This design comes from an exercise in tuning for small area, a short achievable clock period and few clock cycles per item on the open sky130 flow, not from production work. Only simulation tests tie the RTL to the original design; equivalence was not proved.

**design/flow/design.v**
```verilog
module lbm_macroscopic #(
  parameter int GRID_DIM        = 256,
  parameter int DATA_WIDTH      = 64,
  parameter int FRACTIONAL_BITS = 56,
  parameter int ADDRESS_WIDTH   = $clog2(GRID_DIM),
  parameter int DATA_WIDTH_F    = 9*DATA_WIDTH
) (
  input  logic                     CLOCK_50,
  input  logic                     RESET,
  input  logic                     in_valid,
  output logic                     in_ready,
  input  logic [DATA_WIDTH_F-1:0]  fin,
  input  logic [ADDRESS_WIDTH-1:0] in_addr,
  output logic                     out_valid,
  input  logic                     out_ready,
  output logic [DATA_WIDTH-1:0]    rho,
  output logic [DATA_WIDTH-1:0]    ux,
  output logic [DATA_WIDTH-1:0]    uy,
  output logic [ADDRESS_WIDTH-1:0] out_addr,
  output logic                     div_zero,
  output logic                     sat,
  output logic                     frame_done
);
  localparam logic [ADDRESS_WIDTH-1:0] LAST = ADDRESS_WIDTH'(GRID_DIM-1);
  function automatic [1:0] ctz4(input [3:0] d);
    ctz4 = d[0] ? 2'd0 : d[1] ? 2'd1 : d[2] ? 2'd2 : 2'd3;
  endfunction
  logic       rd_run;       
  logic [4:0] sc;           
  logic       hold_s;       
  logic       vb, vc, vd;   
  logic [4:0] ib, ic, id;   
  logic [1:0] post;         
  logic       full;         
  logic       load;
  logic [3:0] fd [9];       
  logic [5:0]  r3a, r3b, r3c;   
  logic [6:0]  ex, ey;          
  logic [3:0]  mdx, mdy;        
  logic [63:0] rr;          
  logic [63:0] vx, vy;      
  logic [7:0]  vlox, vloy;  
  logic [3:0]  cr;          
  logic [2:0]  cx, cy;      
  logic        bx, by;      
  logic        nx, ny;      
  logic        zx, zy;      
  logic        ltx, lty;    
  logic        gex, gey;    
  logic        rnz;         
  logic        tf;          
  logic [5:0]  t;           
  logic [ADDRESS_WIDTH-1:0] addr_s;
  logic        firstc, firstd, lod;
  logic [3:0]  dic, did;
  logic [7:0]  rs;
  logic [6:0]  tx, ty;
  logic [4:0]  dx, dy;
  logic [3:0]  csub;
  logic [3:0]  r7;
  logic        bz, skipb, dz_s;
  assign dic    = ic[3:0];
  assign did    = id[3:0];
  assign firstc = dic == 4'd0;
  assign firstd = did == 4'd0;
  assign lod    = did < 4'd2;
  assign bz     = tf & (t[5:3] != 3'b111);
  always_comb begin
    rs = 8'(r3a) + 8'(r3b) + 8'(r3c) + (firstc ? 8'd0 : 8'(cr));
    tx = ((ic[4] & nx) ? -ex : ex) + (firstc ? 7'd0 : {{4{cx[2]}}, cx});
    ty = ((ic[4] & ny) ? -ey : ey) + (firstc ? 7'd0 : {{4{cy[2]}}, cy});
    csub = lod ? rr[59:56] : 4'd0;
    dx = {1'b0, mdx} - {1'b0, nx ? csub : 4'd0} - 5'(firstd ? (nx & bz) : bx);
    dy = {1'b0, mdy} - {1'b0, ny ? csub : 4'd0} - 5'(firstd ? (ny & bz) : by);
    r7 = (did == 4'd0) ? 4'd0 : (did == 4'd1) ? {rr[60], 3'd0} : rr[60:57];
  end
  assign dz_s  = rr[63] | ~rnz;
  assign skipb = dz_s | ((ltx | zx) & (lty | zy));
  always_ff @(posedge CLOCK_50 or negedge RESET) begin
    if (!RESET) begin
      rd_run   <= 1'b0;
      sc       <= '0;
      in_ready <= 1'b0;
      vb       <= 1'b0;
      vc       <= 1'b0;
      vd       <= 1'b0;
      ib       <= '0;
      ic       <= '0;
      id       <= '0;
      hold_s   <= 1'b0;
      post     <= '0;
      full     <= 1'b0;
    end else begin
      vb       <= rd_run;
      vc       <= vb;
      vd       <= vc;
      ib       <= sc;
      ic       <= ib;
      id       <= ic;
      in_ready <= rd_run && sc == 5'd30;
      if (rd_run) begin
        sc <= sc + 5'd1;
        if (sc == 5'd31) rd_run <= 1'b0;
      end else if (in_valid && !hold_s) begin
        rd_run <= 1'b1;
      end
      if (rd_run && sc == 5'd31) hold_s <= 1'b1;
      else if (load)             hold_s <= 1'b0;
      if (vd && id == 5'd31) post <= 2'd1;
      else if (post == 2'd1)  post <= skipb ? 2'd0 : 2'd2;
      else if (post == 2'd2)  post <= 2'd3;
      else if (post == 2'd3)  post <= 2'd0;
      if ((post == 2'd1 && skipb) || post == 2'd3) full <= 1'b1;
      else if (load)                               full <= 1'b0;
    end
  end
  always_ff @(posedge CLOCK_50) begin
    for (int k = 0; k < 9; k++) fd[k] <= fin[k*64 + 4*sc[3:0] +: 4];
    if (rd_run && sc == 5'd31) addr_s <= in_addr;
    r3a <= 6'(fd[0]) + 6'(fd[1]) + 6'(fd[2]);
    r3b <= 6'(fd[3]) + 6'(fd[4]) + 6'(fd[5]);
    r3c <= 6'(fd[6]) + 6'(fd[7]) + 6'(fd[8]);
    ex  <= 7'(fd[1]) + 7'(fd[5]) + 7'(fd[8]) - 7'(fd[3]) - 7'(fd[6]) - 7'(fd[7]);
    ey  <= 7'(fd[2]) + 7'(fd[5]) + 7'(fd[6]) - 7'(fd[4]) - 7'(fd[7]) - 7'(fd[8]);
    if (vc) begin
      cx  <= tx[6:4];
      cy  <= ty[6:4];
      mdx <= tx[3:0];
      mdy <= ty[3:0];
      if (!ic[4]) begin
        cr <= rs[7:4];
        rr <= {rs[3:0], rr[63:4]};
        if (firstc) rnz <= |rs[3:0];
        else        rnz <= rnz | (|rs[3:0]);
        if (firstc || !tf) begin
          tf <= |rs[3:0];
          t  <= {dic, ctz4(rs[3:0])};
        end
        if (dic == 4'd15) begin
          nx <= tx[3];
          ny <= ty[3];
        end
      end
    end
    if (vd && id[4]) begin
      rr <= {rr[3:0], rr[63:4]};
      vx <= {dx[3:0], vx[63:4]};
      vy <= {dy[3:0], vy[63:4]};
      bx <= dx[4];
      by <= dy[4];
      if (did == 4'd15) begin
        zx <= nx & dx[4];
        zy <= ny & dy[4];
      end
      ltx <= (dx[3:0] < rr[3:0]) | ((dx[3:0] == rr[3:0]) & ~firstd & ltx);
      lty <= (dy[3:0] < rr[3:0]) | ((dy[3:0] == rr[3:0]) & ~firstd & lty);
      gex <= (mdx > r7) | ((mdx == r7) & (firstd | gex));
      gey <= (mdy > r7) | ((mdy == r7) & (firstd | gey));
      if (firstd) begin
        vlox <= '0;
        vloy <= '0;
      end
    end else if (post[1]) begin
      vx   <= {4'd0, vx[63:4]};
      vy   <= {4'd0, vy[63:4]};
      vlox <= {vx[3:0], vlox[7:4]};
      vloy <= {vy[3:0], vloy[7:4]};
    end
  end
  logic        busy, ov;
  logic [6:0]  cnt;
  logic [63:0] dvs;
  logic [63:0] remx, remy, ax_q, ay_q;
  logic        ngx, ngy, stx, sty, zrx, zry, lq;
  logic [5:0]  td;
  logic [63:0] sumx, sumy, opx, opy;
  logic        sbx, sby, ox, oy, fst, lst, cix, ciy;
  logic [5:0]  pn;
  logic        lbit;
  logic        sat_x, sat_y, top_x, top_y;
  assign load = full & ~busy & (~ov | out_ready);
  assign sat_x = ~dz_s & gex & (rr[62:57] == 6'd0);
  assign sat_y = ~dz_s & gey & (rr[62:57] == 6'd0);
  assign top_x = skipb & nx & ~(dz_s | zx);
  assign top_y = skipb & ny & ~(dz_s | zy);
  assign fst = cnt == 7'd64;
  assign lst = cnt == 7'd1;
  assign sbx = ax_q[63] | (ngx & lq);
  assign sby = ay_q[63] | (ngy & lq);
  assign opx = remx[63] ? dvs : ~dvs;
  assign opy = remy[63] ? dvs : ~dvs;
  assign cix  = ~remx[63];
  assign ciy  = ~remy[63];
  assign sumx = {remx[62:0], sbx} + opx + 64'(cix);
  assign sumy = {remy[62:0], sby} + opy + 64'(ciy);
  assign ox = stx ? (ngx ? (fst | lst) : ~fst) : ~zrx & (~sumx[63] ^ ngx);
  assign oy = sty ? (ngy ? (fst | lst) : ~fst) : ~zry & (~sumy[63] ^ ngy);
  assign pn   = 6'(cnt - 7'd2);
  assign lbit = (pn < 6'd56) & (dvs[pn] ^ (pn > td));
  always_ff @(posedge CLOCK_50 or negedge RESET) begin
    if (!RESET) begin
      busy       <= 1'b0;
      ov         <= 1'b0;
      cnt        <= '0;
      frame_done <= 1'b0;
    end else begin
      frame_done <= ov & out_ready & (out_addr == LAST);
      if (load) begin
        busy <= ~dz_s;
        ov   <= dz_s;
        cnt  <= skipb ? 7'd56 : 7'd64;
      end else begin
        if (ov && out_ready) ov <= 1'b0;
        if (busy) begin
          cnt <= cnt - 7'd1;
          if (lst) begin
            busy <= 1'b0;
            ov   <= 1'b1;
          end
        end
      end
    end
  end
  always_ff @(posedge CLOCK_50) begin
    if (load) begin
      dvs      <= rr;
      ax_q     <= {vlox, 48'd0, {8{top_x}}};
      ay_q     <= {vloy, 48'd0, {8{top_y}}};
      ngx      <= nx;
      ngy      <= ny;
      stx      <= sat_x;
      sty      <= sat_y;
      zrx      <= dz_s | zx;
      zry      <= dz_s | zy;
      td       <= t;
      lq       <= skipb & (rr[55] ^ (t < 6'd55));
      out_addr <= addr_s;
      div_zero <= dz_s;
      sat      <= sat_x | sat_y;
    end else if (busy) begin
      ax_q <= {ax_q[62:0], ox};
      ay_q <= {ay_q[62:0], oy};
      lq   <= lbit;
    end
  end
  always_ff @(posedge CLOCK_50) begin
    remx <= load ? vx : sumx;
    remy <= load ? vy : sumy;
  end
  assign out_valid = ov;
  assign rho = dvs;
  assign ux  = ax_q;
  assign uy  = ay_q;
endmodule
```
**design/flow/run.sh**
```bash
#!/bin/bash
# synth_recipe.tcl (not shown) runs the flow's synth.tcl, then flattens the netlist and writes it again
# the make line also repeats each setting of config.mk as NAME=value (left out here)
make -C /OpenROAD-flow-scripts/flow DESIGN_CONFIG=/design/flow/config.mk WORK_HOME=/design/flow/orfs CLKGATE_MAP_FILE= SYNTH_SCRIPT=/design/flow/synth_recipe.tcl finish
```
**design/flow/config.mk**
```make
export PLATFORM = sky130hd
export DESIGN_NAME = lbm_macroscopic
export DESIGN_NICKNAME = lbm_macroscopic
export VERILOG_FILES = /design/flow/design.v
export SDC_FILE = /design/flow/constraint.sdc
export NUM_CORES = 4
export LEC_CHECK = 0
export CAP_MARGIN = 20
export CORE_MARGIN = 2
export CORE_UTILIZATION = 40
export SETUP_SLACK_MARGIN = 5
export SLEW_MARGIN = 20
```
**design/flow/constraint.sdc**
```tcl
create_clock -name core_clock -period 8.0 [get_ports {CLOCK_50}]
set_input_delay 1.6000 -clock core_clock [delete_from_list [all_inputs] [get_ports {CLOCK_50}]]
set_output_delay 1.6000 -clock core_clock [all_outputs]
set_load 0.01 [all_outputs]
```
==> flow_summary.toml, run 1 <==
[outcome]
status = "complete, no violations"

[synth]
synth_area_um2 = 38500
syn_inst = 3264
yosys_warnings = 2
synth_cell_type_count = 79
synth_nets = 4127
synthTopCellsByArea = "edfxtp_1 (29%), dfxtp_1 (15%), mux4_2 (12%)"
ys_top_cells_by_count = "edfxtp_1 (371), dfxtp_1 (292), a21oi_1 (277)"
avgSynthCellArea_um2 = 11.8
synth_top_area_share_pct = 28.9
synth-seq-area-share_pct = 46.6
synthArstFlopShare_pct = 5.56
ys_seq_elements = 702
synth.most_common_cell = "edfxtp_1"
synthFlopType = "edfxtp_1"
yosysTopAreaCell = "edfxtp_1"
synth-edff-count = 371

[route]
drc = 0
via_per_inst = 5.44
final_antenna_net_count = 0
wl_per_cell_um = 24.5
routed-via-count = 31300
first_pass_iters = 6
dr.first_iter.drc_count = 2518
routed_wl_um = 140000

[clock_tree]
clockBufferDepth = 3
cts_htree_levels = 3
cts_tree = "built"
cts_buffers = 80
cts_root_buf = "clkbuf_16"
ctsHoldBuffers = 0
clk_pin_slew_ns = 0.06
clock_latency_ns = 0.66
clock-sinks = 702

[cells_and_area]
drive_above_1_share_pct = 27.5
fin_util_pct = 59.5
area_growth_pct = 47.2
layout.nets = 5266
layout.cells.non_filler = 5743

[global_routing]
grt_max_degree = 131
grt_pass1_vias = 31100
grt_pass1_wl_um = 200000
grt_antenna_before_repair = 33
gr-total-overflow = 0
grtUsageTotal_pct = 27.0

[worst_setup_path]
r2r_slack_ns = 4.25
critPathLaunchType = "flip-flop"
cp_max_fo = 2
cp.arrival_ns = 4.25
required_ns = 8.50
end_kind = "flip-flop"
critical_path_class = "reg -> reg"

[run]
drv_cap = 0

[timing]
hold_viol = 0
fin_tns_setup_ns = 0
rsz0062_at_grt = "yes"
finalCritPeriodShare_pct = 46.9
fmax_ghz = 0.266
fin_crit_ns = 3.75
setup_violations = 0
fin_hold_ws_ns = 0.321
relSlewSlack_pct = 31.2
fin_worst_skew_ns = 0.0379
tightest_slew_ns = 1.03
worst_slack_ns = 4.25
slew_violations = 0

[placement]
pre_cts_ws_ns = 3.42
dp_hpwl_um = 100000
place.gp.congestion = 0.887
port_buffers = 792
dpl.cell_count = 5172

[die]
io_pins = 793
die_area_um2 = 98900
dieHeight_um = 314
core-area_um2 = 95300
rows = 113
die_x_um = 314
start_util_pct = 40.4

[worst_hold_path]
hp-class = "reg -> reg"
## cell type report
cell class                 count  area, um^2
timing repair inverter         3        30.0
tap                         1265        1580
timing repair buffer        1220       11900
fill                        7697       38600
clock inverter                45         569
clock buffer                 104        2170
inverter                     172         687
multi-input combinational   2224       21700
antenna                        8        20.0
sequential                   702       18000
## through the flow
stage	area [um^2]
finish	56700
global route	56700
CTS	54600
detailed placement	47900
global placement	47900
floorplan	39100
## state kept, by name (all words and copies together), names as in the netlist, 36 cells and up
register,cells
remx,64
dvs,64
fd,36
ax_q,64
vx,64
ay_q,64
remy,64
rr,64
vy,64
## placed cells by master (no fill, tap or decap), drive strengths merged, types with 24 or more instances in the layout
cell and n:
nand2 206, nor2 192, nor2b 27, o21ai 139, and2 42, dfxtp 292, nand3 38, ha 210
edfxtp 371, clkdlybuf4s15 36, a21oi 280, a31oi 36, nor3 32, xnor2 226, clkinv 26, mux4 200
a21o 90, buf 483, dfrtp 39, and3 24, clkdlybuf4s50 586, dlygate4sd2 110, inv 178, clkbuf 108
fa 65, nand4 35, a22o 116, xor2 79, nand2b 27
## worst max-delay path: stages, from the launching register on
cell and delay [ns]:
edfxtp_1 0.49, buf_6 0.17, buf_6 0.12, xnor2_4 0.16
inv_2 0.05, fa_2 0.37, nor2b_4 0.13, o2111ai_2 0.13
a21oi_2 0.23, o211ai_2 0.15, a31oi_4 0.24, a221o_1 0.27
a41o_4 0.29, buf_6 0.11, buf_6 0.08, buf_6 0.10
nand2_4 0.06, a21oi_2 0.12, nor2b_1 0.06, xor2_1 0.16
a21oi_1 0.09
## worst paths after layout
check                        from    endpoint  depth (start not counted)
min reg2reg                 ib[0]       ic[0]                          0
max                        dvs[1]    remx[36]                         20
min                         ib[0]       ic[0]                          0
max in group asynchronous   RESET       sc[1]                          1
min in group asynchronous   RESET  frame_done                          1
max reg2reg                dvs[1]    remx[36]                         20
## cell families after synthesis
logic type / synth area share (%)
buffers and inverters: 3.32
flip-flops: 46.6
AND/OR/NAND/NOR: 8.06
adder cells (fa/ha/maj): 10.2
multiplexers: 12.0
AO/OA/AOI/OAI: 12.9
XOR/XNOR: 6.93
## routing by layer
metal  vias to the layer above  routed length [um]  share of wire, %  track usage [%]
met3                       218                7740               5.5             3.26
met2                      1127               71700                51             47.8
li1                      14300                   -                 -                -
met5                         -                  37             0.026                0
met4                         6                4490               3.2             7.44
met1                     15600               56500                40             34.8
## what timing repair did
item	4_1_cts	5_1_grt
pin swaps	175	184
buffers inserted	292	113
endpoints found under the setup margin	437	348
resized for setup	834	283
cloned	6	3
Testbench counts, summed over its fixed seeds: cycles 22,192, items 384.
==> run 2, diff against run 1 <==
==> design/flow/flow/run.sh (new file) <==
#!/bin/bash
set -euo pipefail
bash standard.sh 'BUFFER_PORTS_ARGS=-buffer_cell sky130_fd_sc_hd__buf_1' finish > make_finish.log 2>&1
==> design/flow/standard.sh (new file) <==
#!/bin/bash
# synth_recipe.tcl (not shown) runs the flow's synth.tcl, then flattens the netlist and writes it again
# the make line also repeats each setting of config.mk as NAME=value (left out here)
make -C /OpenROAD-flow-scripts/flow DESIGN_CONFIG=/design/flow/config.mk WORK_HOME=/design/flow/orfs CLKGATE_MAP_FILE= SYNTH_SCRIPT=/design/flow/synth_recipe.tcl "${@:-finish}"
removed: design/flow/run.sh
==> flow_summary.toml, run 2 <==
[timing]
hold_viol = 0
tightest_slew_ns = 1.08
fin_tns_setup_ns = 0
slew_violations = 0
setup_violations = 0
relSlewSlack_pct = 28.1
fin_crit_ns = 3.75
fin_worst_skew_ns = 0.0300
fmax_ghz = 0.266
rsz0062_at_grt = "yes"
finalCritPeriodShare_pct = 46.9

[worst_setup_path]
cp.arrival_ns = 4.30
end_kind = "flip-flop"
cp_cell_sequence = "xnor2_4 > ha_4 > buf_6 > nor2_4 > o21a_1 > a311oi_4 > o2111ai_4 > a21oi_2 > o22ai_2 > o31a_1 > or2_4 > nor2_4 > nor2_2 > mux2_4 > a31oi_1"
required_ns = 8.55
worst_path_max_delay_cell = "edfxtp_1"
critPathLaunchType = "flip-flop"
cp_slowest_stage_delay_ns = 0.56
critical_path_class = "reg -> reg"
r2r_slack_ns = 4.25
cp_max_fo = 4
crit_buf_inv = 1
crit_top_cell = "nor2_4"
crit_family = "compound AO/OA/AOI/OAI gates"

[synth]
ys_top_cells_by_count = "edfxtp_1 (371), dfxtp_1 (292), a21oi_1 (277)"
synth_nets = 4127
yosysTopAreaCell = "edfxtp_1"
synth_cell_type_count = 79
synth-edff-count = 371
synthFlopType = "edfxtp_1"
yosys_warnings = 2
synthArstFlopShare_pct = 5.56
synth_top_area_share_pct = 28.9
synth.most_common_cell = "edfxtp_1"
synth-seq-area-share_pct = 46.6
synthTopCellsByArea = "edfxtp_1 (29%), dfxtp_1 (15%), mux4_2 (12%)"
synth_area_um2 = 38500
syn_inst = 3264
avgSynthCellArea_um2 = 11.8
ys_seq_elements = 702

[placement]
port_buffers = 792
place_area_um2 = 43000
place.gp.congestion = 0.938
dp_hpwl_um = 98700

[clock_tree]
clockBufferDepth = 3
cts_buffers = 79
clk_pin_slew_ns = 0.07
clock-sinks = 702
cts_root_buf = "clkbuf_16"
ctsHoldBuffers = 0
cts_htree_levels = 3
cts_tree = "built"
clock_latency_ns = 0.64

[route]
drc = 0
via_per_inst = 5.49
dr.first_iter.drc_count = 2502
final_antenna_net_count = 0
first_pass_iters = 6
wl_per_cell_um = 24.0
routed_wl_um = 136000
routed-via-count = 31100

[die]
start_util_pct = 40.4
die_x_um = 314
die_area_um2 = 98900
dieHeight_um = 314
core-area_um2 = 95300
io_pins = 793
rows = 113

[cells_and_area]
drive_above_1_share_pct = 24.9
mostFrequentLayoutCells = "buf_1 (756), edfxtp_1 (371), dfxtp_1 (275)"
design_area_um2 = 51100
layout_commonest_cell = "buf_1"
area_growth_pct = 32.7
layout.nets = 5181

[global_routing]
grtUsageTotal_pct = 26.2
gr-total-overflow = 0
grt_max_degree = 105
grt_pass1_vias = 30500
grt_antenna_before_repair = 31
grt_pass1_wl_um = 194000

[outcome]
status = "complete, no violations"

[run]
drv_cap = 0

[worst_hold_path]
hp-class = "reg -> reg"
## run 2: cell types whose count changed in the layout (fill, tap and decap cells not counted), sizes merged
cell           before   now
clkdlybuf4s15      36     0
clkinvlp            9     6
diode               8     9
inv               178   176
clkbuf            108   105
buf               483  1134
clkinv             26    29
dlygate4sd2       110     0
clkdlybuf4s50     586     0
bufinv              7     8
## run 2: final timing paths
kind                              from        to  cells past startpoint
worst min register to register   ib[2]     ic[2]                      0
worst min-delay path             ib[2]     ic[2]                      0
max in group asynchronous        RESET     sc[1]                      1
worst max-delay path            dvs[2]  remx[61]                     15
worst max register to register  dvs[2]  remx[61]                     15
min in group asynchronous        RESET     sc[2]                      1
## run 2: metrics by stage
step	std cells	setup slack (ns)	util, %	hold WS [ns]
after floorplan	3264	4.42	-	0.331
after global placement	5174	3.65	45.1	0.334
after detailed placement	5175	3.60	45.1	0.335
after CTS	5560	4.36	51.9	0.348
after global routing	5656	4.21	53.7	0.363
final	5659	4.25	53.7	0.347
## run 2: metal layers
| layer | vias to the layer above | GRT usage, % | part of all wire [%] |
|---|---|---|---|
| met5 | - | 0 | 0.041 |
| met3 | 286 | 3.52 | 5.8 |
| met2 | 1192 | 44.7 | 49 |
| li1 | 14200 | - | - |
| met4 | 10 | 11.3 | 4.7 |
| met1 | 15400 | 33.5 | 40 |
## run 2: area by class of cell
type                            count  area (um^2)
Clock inverter                     47          508
Antenna cell                        9         22.5
Fill cell                        8244        44200
Inverter                          172          661
Multi-Input combinational cell   2224        21700
Clock buffer                      101         2160
Timing Repair Buffer             1139         6440
Sequential cell                   702        18000
Tap cell                         1265         1580
## run 2: cells by family (layout without fill, tap and decap cells)
logic type,Yosys count,count (layout),share of synthesized area (%)
buffers and inverters,338,1459,3.32
AND/OR/NAND/NOR,660,660,8.06
adder cells (fa/ha/maj),275,275,10.2
flip-flops,702,702,46.6
XOR/XNOR,305,305,6.93
AO/OA/AOI/OAI,774,774,12.9
other,0,9,0
multiplexers,210,210,12.0
## run 2: worst register-to-register path: cells and delay by family, from the launching register on
family	cells	cell delay (ns)
adders and majority gates	1	0.29
buffers and inverters	1	0.10
and+or+nand+nor	4	0.46
xor gates and xnor gates	1	0.23
AOI/OAI and AO/OA	7	1.69
DFF	1	0.56
muxes	1	0.32
## run 2: timing repair
| action | 4_1_cts | 5_1_grt |
|---|---|---|
| gates cloned | 5 | 0 |
| gates resized for setup | 411 | 212 |
| pin swaps | 198 | 143 |
| endpoints found under the setup margin | 242 | 162 |
| buffers inserted | 232 | 90 |

[port drivers added, routing unchanged]
The results above use ideal ports. As a check the final layouts listed here were re-extracted and re-timed, cells and wires unchanged.
Step 1 assumes that a clkbuf_16 drives the clock port and a buf_2 every other input.
Step 2 moves the port delays by t, midway between the first and last clock arrival at a register: inputs arrive t later, outputs are due t later. That takes back most of the time a late clock gives input paths.
Slacks: ideal / step 1 / step 2; pairs: ideal / step 1.
| run | t, ns | setup slack, ns | hold slack, ns |
|---|---|---|---|
| run 1 | 0.696 | 4.247 / 4.247 / 4.247 | 0.321 / 0.321 / 0.321 |
| run 2 | 0.681 | 4.246 / 4.246 / 4.246 | 0.347 / 0.347 / 0.347 |
After both steps every run listed still meets setup and hold.
